This design comes from an exercise in tuning for small area on the open sky130 flow, not from production work.
In this exercise RTL edits were held to simulation tests only and were not proved equivalent to the original.
Power and IR drop assume default switching activity. The flow treats the clock pin as an ideal source, which a real chip does not have.

== run 1 ==
==> flow/design.v <==
`default_nettype none
package cpu_pkg;
  localparam int c_DEF_DEPTH = 32;
endpackage
`default_nettype wire
`default_nettype none
module dmem_array (
  input  logic        clk,
  input  logic        reset,
  input  logic        we,
  input  logic [4:0]  waddr,
  input  logic [63:0] wdata,
  input  logic [3:0]  rsel_lo,
  input  logic [7:0]  rsel_hi,
  output logic [63:0] rdata
);
  logic [31:0][63:0] r_mem;
  logic [31:0][63:0] w_next;
  logic              r_clear;
  logic [31:0]       w_wsel;
  logic [31:0]       w_hold;
  logic [31:0]       w_rsel;
  always_ff @(posedge clk or posedge reset) begin
    if (reset) begin
      r_clear <= 1'b1;
    end else begin
      r_clear <= 1'b0;
    end
  end
  for (genvar i = 0; i < 32; i++) begin : g_word
    assign w_wsel[i] = we && !reset && (waddr == 5'(i));
    assign w_hold[i] = !w_wsel[i] && !r_clear;
    assign w_rsel[i] = rsel_lo[i % 4] && rsel_hi[i / 4];
    for (genvar b = 0; b < 64; b++) begin : g_bit
      dmem_bit_update u_upd (
        .q    (r_mem[i][b]),
        .hold (w_hold[i]),
        .d    (wdata[b]),
        .sel  (w_wsel[i]),
        .next (w_next[i][b])
      );
    end
    always_ff @(posedge clk) begin
      r_mem[i] <= w_next[i];
    end
  end
  for (genvar b = 0; b < 64; b++) begin : g_rd
    logic [10:0] w_grp_n;
    for (genvar g = 0; g < 10; g++) begin : g_grp
      dmem_aoi3 u_aoi3 (
        .q0 (r_mem[3*g][b]),   .s0 (w_rsel[3*g]),
        .q1 (r_mem[3*g+1][b]), .s1 (w_rsel[3*g+1]),
        .q2 (r_mem[3*g+2][b]), .s2 (w_rsel[3*g+2]),
        .y  (w_grp_n[g])
      );
    end
    dmem_aoi2 u_aoi2 (
      .q0 (r_mem[30][b]), .s0 (w_rsel[30]),
      .q1 (r_mem[31][b]), .s1 (w_rsel[31]),
      .y  (w_grp_n[10])
    );
    assign rdata[b] = !(&w_grp_n);
  end
endmodule
`default_nettype wire
`default_nettype none
module dmem_bit_update (
  input  logic q,
  input  logic hold,
  input  logic d,
  input  logic sel,
  output logic next
);
  assign next = (q && hold) || (d && sel);
endmodule
`default_nettype wire
`default_nettype none
module dmem_aoi3 (
  input  logic q0,
  input  logic s0,
  input  logic q1,
  input  logic s1,
  input  logic q2,
  input  logic s2,
  output logic y
);
  assign y = !((q0 && s0) || (q1 && s1) || (q2 && s2));
endmodule
`default_nettype wire
`default_nettype none
module dmem_aoi2 (
  input  logic q0,
  input  logic s0,
  input  logic q1,
  input  logic s1,
  output logic y
);
  assign y = !((q0 && s0) || (q1 && s1));
endmodule
`default_nettype wire
`default_nettype none
module data_mem_responder (
  input  logic        clk,
  input  logic        reset,
  input  logic        req_valid,
  input  logic        req_write,
  input  logic [63:0] req_addr,
  input  logic [63:0] req_wdata,
  output logic        req_ready,
  output logic        rsp_valid,
  input  logic        rsp_ready,
  output logic [63:0] rsp_rdata,
  output logic        rsp_error,
  output logic        busy
);
  localparam logic [1:0] c_IDLE  = 2'b00;
  localparam logic [1:0] c_WAIT1 = 2'b01;
  localparam logic [1:0] c_WAIT2 = 2'b11;
  localparam logic [1:0] c_RESP  = 2'b10;
  logic [1:0] r_state;
  logic [1:0] r_idx_lo;
  logic [7:0] r_hi;
  logic [3:0] r_lo;
  logic       r_err;
  logic       r_load;
  logic w_idle;
  logic w_wait2;
  logic w_resp;
  logic w_err;
  logic w_we;
  assign w_idle  = (r_state == c_IDLE);
  assign w_wait2 = (r_state == c_WAIT2);
  assign w_resp  = (r_state == c_RESP);
  assign w_err  = (|req_addr[2:0]) || (|req_addr[63:8]);
  assign w_we   = w_idle && req_valid && req_write && !w_err;
  always_ff @(posedge clk or posedge reset) begin
    if (reset) begin
      r_state <= c_IDLE;
      r_lo    <= '0;
    end else begin
      case (r_state)
        c_IDLE:  if (req_valid) r_state <= c_WAIT1;
        c_WAIT1: r_state <= c_WAIT2;
        c_WAIT2: r_state <= c_RESP;
        default: if (rsp_ready) r_state <= c_IDLE;
      endcase
      if (w_wait2) begin
        for (int j = 0; j < 4; j++) begin
          r_lo[j] <= r_load && (r_idx_lo == 2'(j));
        end
      end else if (w_resp && rsp_ready) begin
        r_lo <= '0;
      end
    end
  end
  always_ff @(posedge clk) begin
    if (w_idle) begin
      r_idx_lo <= req_addr[4:3];
      for (int k = 0; k < 8; k++) begin
        r_hi[k] <= (req_addr[7:5] == 3'(k));
      end
      r_err  <= w_err;
      r_load <= !req_write && !w_err;
    end
  end
  dmem_array u_dmem_array (
    .clk    (clk),
    .reset  (reset),
    .we     (w_we),
    .waddr  (req_addr[7:3]),
    .wdata  (req_wdata),
    .rsel_lo(r_lo),
    .rsel_hi(r_hi),
    .rdata  (rsp_rdata)
  );
  assign req_ready = w_idle;
  assign busy      = !w_idle;
  assign rsp_valid = w_resp;
  assign rsp_error = w_resp && r_err;
endmodule
`default_nettype wire
clock: 5.5 ns
lec_check: 0
cap_margin: 20
core_margin: 2
core_utilization: 65
cts_cluster_diameter: 100
cts_cluster_size: 30
slew_margin: 20
synth_hierarchical: 1
standard.sh (not shown) runs the stock make flow with config.mk's settings and CLKGATE_MAP_FILE= SYNTH_SCRIPT=/design/flow/synth_recipe.tcl, a recipe that flattens the netlist after the stock synthesis.
==> flow/flow/run.sh <==
#!/bin/bash
# Layout flow: the standard flow (standard.sh) with two changes:
#  - clock tree synthesis without dummy loads (they only balance load and
#    add cell area);
#  - input and output ports buffered with the smallest buffer (buf_1)
#    instead of a delay cell; timing repair may still upsize them.
# standard.sh's output goes to standard.log; ORFS writes each tool's log
# under orfs/logs/.
set -o pipefail
export CTS_ARGS="-sink_clustering_enable -repair_clock_nets -dont_use_dummy_load -sink_clustering_size 30 -sink_clustering_max_diameter 100"
export BUFFER_PORTS_ARGS="-buffer_cell sky130_fd_sc_hd__buf_1"
bash standard.sh > standard.log 2>&1
Run 1 | stages: all done | timing, DRC, antenna: all pass
The following lists how run 2 was set up differently from run 1:
==> flow/run.sh (new file) <==
#!/bin/bash
# synth_recipe.tcl (not shown) runs the flow's synth.tcl, then flattens the netlist and writes it again
# the make line also repeats each setting of config.mk as NAME=value (left out here)
make -C /OpenROAD-flow-scripts/flow DESIGN_CONFIG=/design/flow/config.mk WORK_HOME=/design/flow/orfs CLKGATE_MAP_FILE= SYNTH_SCRIPT=/design/flow/synth_recipe.tcl finish
removed: flow/flow/run.sh
removed: flow/standard.sh
==> comparison <==
Total number of vias, run 2 and run 1: lower on run 2. Worst hold slack, run 2 and run 1: smaller value in run 1. Going from run 1 to run 2, final wirelength shrank slightly. Comparing run 2 and run 1, the lower number of antenna diodes is on run 2. The higher share of the clock period used by the worst path after layout of run 2 and run 1 is in run 2. The worst setup slack in run 2 sits 0.25 ns below the value recorded for run 1. Run 2 against run 1: placed wire-length estimate after detailed placement ~0 delta, count of plain and timing-repair buffers +about 4%. Final total power, run 2 and run 1: larger value in run 2.
> inputs changed (run 2 -> run 3)
==> flow/flow/run.sh (new file) <==
#!/bin/bash
# Layout flow: the standard flow (standard.sh) with two changes:
#  - clock tree synthesis without dummy loads (they only balance load and
#    add cell area);
#  - input and output ports buffered with the smallest buffer (buf_1)
#    instead of a delay cell; timing repair may still upsize them.
# standard.sh's output goes to standard.log; ORFS writes each tool's log
# under orfs/logs/.
set -o pipefail
export CTS_ARGS="-sink_clustering_enable -repair_clock_nets -dont_use_dummy_load -sink_clustering_size 30 -sink_clustering_max_diameter 100"
export BUFFER_PORTS_ARGS="-buffer_cell sky130_fd_sc_hd__buf_1"
bash standard.sh > standard.log 2>&1
==> flow/standard.sh (new file) <==
#!/bin/bash
# synth_recipe.tcl (not shown) runs the flow's synth.tcl, then flattens the netlist and writes it again
# the make line also repeats each setting of config.mk as NAME=value (left out here)
make -C /OpenROAD-flow-scripts/flow DESIGN_CONFIG=/design/flow/config.mk WORK_HOME=/design/flow/orfs CLKGATE_MAP_FILE= SYNTH_SCRIPT=/design/flow/synth_recipe.tcl "${@:-finish}"
diff --git a/flow/config.mk b/flow/config.mk
--- a/flow/config.mk
+++ b/flow/config.mk
@@ -9,3 +9,3 @@
 export CORE_MARGIN = 2
-export CORE_UTILIZATION = 65
+export CORE_UTILIZATION = 70
 export CTS_CLUSTER_DIAMETER = 100
removed: flow/run.sh
==> comparison <==
Going from run 2 to run 3, actual transition at the worst max-transition pin up 0.094 ns, layout-stage area growth over the synthesis result down 2.6 points, power share of the sequential group up 0.5 points.
The highest achievable clock rate in run 3 is 1.08 times that in run 2.
Taking run 2 as the reference point, the post-route minimum period of run 3 falls by 0.40 ns.
Run 3 vs run 2: worst vdd rail ir drop up in run 3
In run 3, the placed wire-length estimate after detailed placement came out 4.1 mm below the value in run 2.
Compared with run 2, run 3 shows a wire length after detailed routing that is 0.90% lower.

## re-timing with driven ports
How much do the figures lean on ideal ports? The routed layouts below were timed once more, with nothing changed but the port constraints. Step 1 assumes that a clkbuf_16 drives the clock port and a buf_2 every other input. Step 2, shift: input delay + t, output delay - t, t = (earliest + latest rising clock arrival at the registers) / 2. This alone moves slack from input paths to output paths. Slacks: no drivers / after step 1 / after step 2; pairs: no drivers / after step 1.
run | shift t [ns] | setup WS [ns] | hold WS [ns] | worst register clock-pin slew, ns
run 1 | 0.776 | 0.612 / 0.533 / 0.651 | 0.470 / 0.420 / 0.495 | 0.12 / 0.12
run 2 | 0.782 | 0.363 / 0.290 / 0.442 | 0.490 / 0.490 / 0.490 | 0.12 / 0.12
run 3 | 0.781 | 0.759 / 0.682 / 0.357 | 0.444 / 0.398 / 0.482 | 0.12 / 0.12
After both steps every run listed still meets setup and hold. The setup slack of run 3, which loses most, moves by -0.077 ns with the drivers and by -0.402 ns with both steps.
